What follows belongs to an exercise in optimizing a design on an open flow for small area, a short achievable clock period and few clock cycles per item; a production flow would make more cautious choices. At most, simulation tests tie the RTL to the original design; equivalence was not proved. Power and IR drop assume default switching activity.

==> flow/design.v <==
package fcfl_pkg;
   localparam int OFFSET_W = 24;
   localparam int LENGTH_W = 25;
   localparam int SHIFT_W  = 5;
   localparam int CSR_DATA_W = 32;
   localparam int CSR_ADDR_W = 3;
   localparam logic [1:0] KIND_ALLOC    = 2'd0;
   localparam logic [1:0] KIND_FREE     = 2'd1;
   localparam logic [1:0] KIND_FREE_ALL = 2'd2;
   localparam logic [1:0] STATUS_OK     = 2'd0;
   localparam logic [1:0] STATUS_EMPTY  = 2'd1;
   localparam logic [1:0] STATUS_BOUNDS = 2'd2;
   localparam logic REG_BUFFER_LENGTH = 1'b0;
   localparam logic REG_CHUNK_SHIFT   = 1'b1;
   localparam logic [SHIFT_W-1:0] SHIFT_MIN   = 5'd3;
   localparam logic [SHIFT_W-1:0] SHIFT_MAX   = 5'd16;
   localparam logic [SHIFT_W-1:0] SHIFT_RESET = 5'd6;
   localparam logic [1:0] ST_IDLE       = 2'd0;
   localparam logic [1:0] ST_ALLOC_WAIT = 2'd1;
   localparam logic [1:0] ST_SWEEP      = 2'd2;
endpackage
import fcfl_pkg::*;
module fcfl_csr
(
   input  logic                  clock,
   input  logic                  reset,
   input  logic                  csr_psel,
   input  logic                  csr_penable,
   input  logic                  csr_pwrite,
   input  logic [CSR_ADDR_W-1:0] csr_paddr,
   input  logic [CSR_DATA_W-1:0] csr_pwdata,
   output logic [CSR_DATA_W-1:0] csr_prdata,
   output logic                  csr_pready,
   output logic [LENGTH_W-1:0]   cfg_buffer_length,
   output logic [SHIFT_W-1:0]    cfg_chunk_shift
);
   logic [LENGTH_W-1:0] buffer_length_ff, buffer_length_in;
   logic [SHIFT_W-1:0]  chunk_shift_ff, chunk_shift_in;
   logic                wr_en;
   assign csr_pready = 1'b1;
   assign wr_en      = csr_psel && csr_penable && csr_pwrite;
   always_comb begin
      buffer_length_in = buffer_length_ff;
      chunk_shift_in   = chunk_shift_ff;
      if (wr_en) begin
         unique case (csr_paddr[2])
            REG_BUFFER_LENGTH: buffer_length_in = csr_pwdata[LENGTH_W-1:0];
            REG_CHUNK_SHIFT:   chunk_shift_in   = csr_pwdata[SHIFT_W-1:0];
            default:           buffer_length_in = buffer_length_ff;
         endcase
      end
   end
   always_ff @(posedge clock) begin
      if (reset) begin
         buffer_length_ff <= '0;
         chunk_shift_ff   <= SHIFT_RESET;
      end else begin
         buffer_length_ff <= buffer_length_in;
         chunk_shift_ff   <= chunk_shift_in;
      end
   end
   always_comb begin
      unique case (csr_paddr[2])
         REG_BUFFER_LENGTH: csr_prdata = CSR_DATA_W'(buffer_length_ff);
         REG_CHUNK_SHIFT:   csr_prdata = CSR_DATA_W'(chunk_shift_ff);
         default:           csr_prdata = '0;
      endcase
   end
   assign cfg_buffer_length = buffer_length_ff;
   assign cfg_chunk_shift = chunk_shift_ff;
endmodule
import fcfl_pkg::*;
module fcfl_engine
#(
   parameter int MAX_CHUNKS = 256
)(
   input  logic         clock,
   input  logic         reset,
   input  logic [LENGTH_W-1:0] cfg_buffer_length,
   input  logic [SHIFT_W-1:0]  cfg_chunk_shift,
   input  logic                req_valid,
   output logic                req_ready,
   input  logic [1:0]          req_kind,
   input  logic [OFFSET_W-1:0] req_byte_offset,
   output logic                rsp_valid,
   input  logic                rsp_ready,
   output logic [1:0]          rsp_status,
   output logic [OFFSET_W-1:0] rsp_chunk_offset
);
   localparam int IDX_W  = $clog2(MAX_CHUNKS);
   localparam int CNT_W  = IDX_W + 1;
   localparam int WIDE_W = IDX_W + 16;
   logic [SHIFT_W-1:0]  shift;
   assign shift = (cfg_chunk_shift < SHIFT_MIN) ? SHIFT_MIN :
                  (cfg_chunk_shift > SHIFT_MAX) ? SHIFT_MAX : cfg_chunk_shift;
   logic             a_valid_ff;
   logic             a_alloc_ff;    
   logic             a_push_ff;     
   logic             a_bounds_ff;   
   logic             a_fall_ff;     
   logic [IDX_W-1:0] a_idx_ff;
   logic             q0_valid_ff;
   logic             exec;
   logic             accept;
   logic [OFFSET_W-1:0] free_idx;
   logic                free_ok;
   assign exec      = a_valid_ff && (!q0_valid_ff || rsp_ready);
   assign req_ready = !a_valid_ff || !q0_valid_ff || rsp_ready;
   assign accept    = req_valid && req_ready;
   assign free_idx = req_byte_offset >> shift;
   assign free_ok  = ({1'b0, req_byte_offset} < cfg_buffer_length) &&
                     ({1'b0, free_idx} < LENGTH_W'(MAX_CHUNKS));
   always_ff @(posedge clock) begin
      if (reset) begin
         a_valid_ff <= 1'b0;
      end else if (accept) begin
         a_valid_ff <= 1'b1;
      end else if (exec) begin
         a_valid_ff <= 1'b0;
      end
   end
   always_ff @(posedge clock) begin
      if (accept) begin
         a_alloc_ff  <= (req_kind == KIND_ALLOC);
         a_push_ff   <= (req_kind == KIND_FREE) && free_ok;
         a_bounds_ff <= (req_kind == KIND_FREE) && !free_ok;
         a_fall_ff   <= (req_kind == KIND_FREE_ALL);
         a_idx_ff    <= free_idx[IDX_W-1:0];
      end
   end
   logic [IDX_W-1:0] head_ff;
   logic             hv_ff;
   logic [IDX_W-1:0] wm1_ff;     
   logic             vr_ff;      
   logic [CNT_W-1:0] lo_ff;      
   logic [IDX_W-1:0] tail_ff;    
   logic             tv_ff;
   logic [IDX_W-1:0] link_mem [0:MAX_CHUNKS-1];
   logic             head_virgin;
   logic             pend_v_ff;       
   logic [IDX_W-1:0] pend_addr_ff;    
   logic             link_end;
   logic [IDX_W-1:0] head_m1;
   logic [IDX_W-1:0] link_val;
   logic             idx_virgin;
   logic [LENGTH_W-1:0] len_chunks;
   logic [CNT_W-1:0]    new_count;
   logic [WIDE_W-1:0]   alloc_wide;
   assign head_virgin = vr_ff && (head_ff == wm1_ff);
   assign idx_virgin  = vr_ff && ({1'b0, a_idx_ff} >= lo_ff) && (a_idx_ff <= wm1_ff);
   assign head_m1     = head_ff - IDX_W'(1);
   assign link_end    = head_virgin ? (head_ff == '0) : (tv_ff && head_ff == tail_ff);
   assign link_val    = head_virgin ? head_m1 : link_mem[head_ff];
   logic [CNT_W-1:0] count_ff;
   assign len_chunks = cfg_buffer_length >> shift;
   assign new_count  = (len_chunks > LENGTH_W'(MAX_CHUNKS)) ? CNT_W'(MAX_CHUNKS)
                                                            : len_chunks[CNT_W-1:0];
   always_ff @(posedge clock) begin
      count_ff <= new_count;
   end
   assign alloc_wide = WIDE_W'(head_ff) << shift;
   logic                do_alloc, do_free, do_free_all;
   logic [1:0]          new_status;
   logic [OFFSET_W-1:0] new_offset;
   assign do_alloc    = exec && a_alloc_ff && hv_ff;
   assign do_free     = exec && a_push_ff;
   assign do_free_all = exec && a_fall_ff;
   always_comb begin
      new_status = STATUS_OK;
      new_offset = '0;
      if (a_alloc_ff) begin
         if (hv_ff) new_offset = OFFSET_W'(alloc_wide);
         else       new_status = STATUS_EMPTY;
      end else if (a_bounds_ff) begin
         new_status = STATUS_BOUNDS;
      end
   end
   always_ff @(posedge clock) begin
      if (reset) begin
         hv_ff <= 1'b0;
         vr_ff <= 1'b0;
         tv_ff <= 1'b0;
      end else if (do_alloc) begin
         hv_ff <= !link_end;
         if (head_virgin) vr_ff <= ({1'b0, head_ff} > lo_ff);
      end else if (do_free) begin
         hv_ff <= 1'b1;
         if (idx_virgin) vr_ff <= (a_idx_ff < wm1_ff);
         if (!hv_ff) tv_ff <= 1'b1;
         else if (a_idx_ff == tail_ff) tv_ff <= 1'b0;
      end else if (do_free_all) begin
         hv_ff <= (count_ff != '0);
         vr_ff <= (count_ff != '0);
         tv_ff <= 1'b0;
      end
   end
   always_ff @(posedge clock) begin
      if (do_alloc) begin
         head_ff <= link_val;
         if (head_virgin) wm1_ff <= head_m1;
      end else if (do_free) begin
         head_ff <= a_idx_ff;
         if (!hv_ff) tail_ff <= a_idx_ff;
         if (idx_virgin) lo_ff <= {1'b0, a_idx_ff} + CNT_W'(1);
      end else if (do_free_all) begin
         head_ff <= IDX_W'(count_ff - CNT_W'(1));
         wm1_ff  <= IDX_W'(count_ff - CNT_W'(1));
         lo_ff   <= '0;
      end
   end
   logic             mem_wr_en;
   logic [IDX_W-1:0] mem_wr_addr;
   logic [IDX_W-1:0] mem_wr_data;
   assign mem_wr_en   = do_free || pend_v_ff;
   assign mem_wr_addr = do_free ? a_idx_ff : pend_addr_ff;
   assign mem_wr_data = do_free ? head_ff : (pend_addr_ff - IDX_W'(1));
   always_ff @(posedge clock) begin
      if (reset) begin
         pend_v_ff <= 1'b0;
      end else if (do_alloc && head_virgin) begin
         pend_v_ff <= (head_ff != '0);
      end else if (do_free) begin
         if (a_idx_ff == pend_addr_ff) pend_v_ff <= 1'b0;
      end else begin
         pend_v_ff <= 1'b0;
      end
   end
   always_ff @(posedge clock) begin
      if (do_alloc && head_virgin) begin
         pend_addr_ff <= head_ff;
      end
   end
   always_ff @(posedge clock) begin
      if (mem_wr_en) begin
         link_mem[mem_wr_addr] <= mem_wr_data;
      end
   end
   logic [1:0]          q0_status_ff;
   localparam int OFF_LO = int'(SHIFT_MIN);
   logic [OFFSET_W-1:OFF_LO] q0_offset_ff;
   always_ff @(posedge clock) begin
      if (reset) begin
         q0_valid_ff <= 1'b0;
      end else if (exec) begin
         q0_valid_ff <= 1'b1;
      end else if (rsp_ready) begin
         q0_valid_ff <= 1'b0;
      end
   end
   always_ff @(posedge clock) begin
      if (exec) begin
         q0_status_ff <= new_status;
         q0_offset_ff <= new_offset[OFFSET_W-1:OFF_LO];
      end
   end
   assign rsp_valid        = q0_valid_ff;
   assign rsp_status       = q0_status_ff;
   assign rsp_chunk_offset = {q0_offset_ff, OFF_LO'(0)};
endmodule
import fcfl_pkg::*;
module fixed_chunk_free_list
#(
   parameter int MAX_CHUNKS = 256
)(
   input  logic                  clock,
   input  logic                  reset,
   input  logic                  req_valid,
   output logic                  req_ready,
   input  logic [1:0]            req_kind,
   input  logic [OFFSET_W-1:0]   req_byte_offset,
   output logic                  rsp_valid,
   input  logic                  rsp_ready,
   output logic [1:0]            rsp_status,
   output logic [OFFSET_W-1:0]   rsp_chunk_offset,
   input  logic                  csr_psel,
   input  logic                  csr_penable,
   input  logic                  csr_pwrite,
   input  logic [CSR_ADDR_W-1:0] csr_paddr,
   input  logic [CSR_DATA_W-1:0] csr_pwdata,
   output logic [CSR_DATA_W-1:0] csr_prdata,
   output logic                  csr_pready
);
   logic [LENGTH_W-1:0] cfg_buffer_length;
   logic [SHIFT_W-1:0]  cfg_chunk_shift;
   fcfl_csr u_csr (
      .clock       (clock),
      .reset       (reset),
      .csr_psel    (csr_psel),
      .csr_penable (csr_penable),
      .csr_pwrite  (csr_pwrite),
      .csr_paddr   (csr_paddr),
      .csr_pwdata  (csr_pwdata),
      .csr_prdata  (csr_prdata),
      .csr_pready  (csr_pready),
      .cfg_buffer_length (cfg_buffer_length),
      .cfg_chunk_shift   (cfg_chunk_shift)
   );
   fcfl_engine #(
      .MAX_CHUNKS (MAX_CHUNKS)
   ) u_engine (
      .clock  (clock),
      .reset  (reset),
      .cfg_buffer_length (cfg_buffer_length),
      .cfg_chunk_shift   (cfg_chunk_shift),
      .req_valid        (req_valid),
      .req_ready        (req_ready),
      .req_kind         (req_kind),
      .req_byte_offset  (req_byte_offset),
      .rsp_valid        (rsp_valid),
      .rsp_ready        (rsp_ready),
      .rsp_status       (rsp_status),
      .rsp_chunk_offset (rsp_chunk_offset)
   );
endmodule
clock: 6.0 ns
lec_check: 0
cap_margin: 20
core_margin: 2
core_utilization: 60
cts_cluster_diameter: 60
cts_cluster_size: 30
setup_slack_margin: 3.0
slew_margin: 20
tns_end_percent: 5
run.sh (not shown) runs the stock make flow with config.mk's settings and CLKGATE_MAP_FILE= SYNTH_SCRIPT=/design/flow/synth_recipe.tcl, a recipe that flattens the netlist after the stock synthesis.
The starting point finished clean.
==> next run, changes <==
--- a/flow/design.v
+++ b/flow/design.v
@@ -234,12 +234,11 @@
       if (mem_wr_en) begin
          link_mem[mem_wr_addr] <= mem_wr_data;
       end
    end
    logic [1:0]          q0_status_ff;
-   localparam int OFF_LO = int'(SHIFT_MIN);
-   logic [OFFSET_W-1:OFF_LO] q0_offset_ff;
+   logic [OFFSET_W-1:0] q0_offset_ff;
    always_ff @(posedge clock) begin
       if (reset) begin
          q0_valid_ff <= 1'b0;
       end else if (exec) begin
          q0_valid_ff <= 1'b1;
@@ -248,16 +247,16 @@
       end
    end
    always_ff @(posedge clock) begin
       if (exec) begin
          q0_status_ff <= new_status;
-         q0_offset_ff <= new_offset[OFFSET_W-1:OFF_LO];
+         q0_offset_ff <= new_offset;
       end
    end
    assign rsp_valid        = q0_valid_ff;
    assign rsp_status       = q0_status_ff;
-   assign rsp_chunk_offset = {q0_offset_ff, OFF_LO'(0)};
+   assign rsp_chunk_offset = q0_offset_ff;
 endmodule
 import fcfl_pkg::*;
 module fixed_chunk_free_list
 #(
    parameter int MAX_CHUNKS = 256
The changed run ran to the end with no violations.
Core utilization rises by 0.77 points.
Global-route usage rose by 0.11 points.
Total power increases slightly.
Count of clock-buffer cells in the layout goes down by 1.
Fmax rises by a little under a tenth.
Worst setup slack gains 0.26 ns.
Non-clock buffer count rose by 257.
Sequential power is about the same.
Synthesized area went up slightly.
Synthesized cell count grows by a few percent.
Die area came out higher slightly.
Final area rises by a few percent.
Via count came out higher by a few percent.
Testbench counts after the change, summed over its fixed seeds: cycles 9,640, items 9,624.
For the first run of this note, only the layout was checked, not whether the RTL still works.

[what the ideal ports hide]
In the flow no input, the clock included, has a driving cell. The finished layouts below were timed again as built, in two steps. Step 1, drivers: a clkbuf_16 drives clock and a buf_2 each remaining input, both assumed. Step 2 times the ports against the registers' clock, not the clock port: input delays grow and output delays shrink by t, the midpoint of the rising clock arrivals with the driver on. Slacks: ideal ports / drivers / drivers and shift; pairs: ideal ports / drivers.
| run | t, ns | setup slack, ns | worst register clock-pin slew, ns |
|---|---|---|---|
| the first run | 0.875 | 2.400 / 2.400 / 2.060 | 0.10 / 0.10 |
| the second run | 0.875 | 2.660 / 2.660 / 2.097 | 0.10 / 0.10 |
After both steps every run listed still meets setup and hold. For the second run, which loses most, drivers alone change the setup slack by 0.000 ns; drivers and shift together by -0.563 ns.
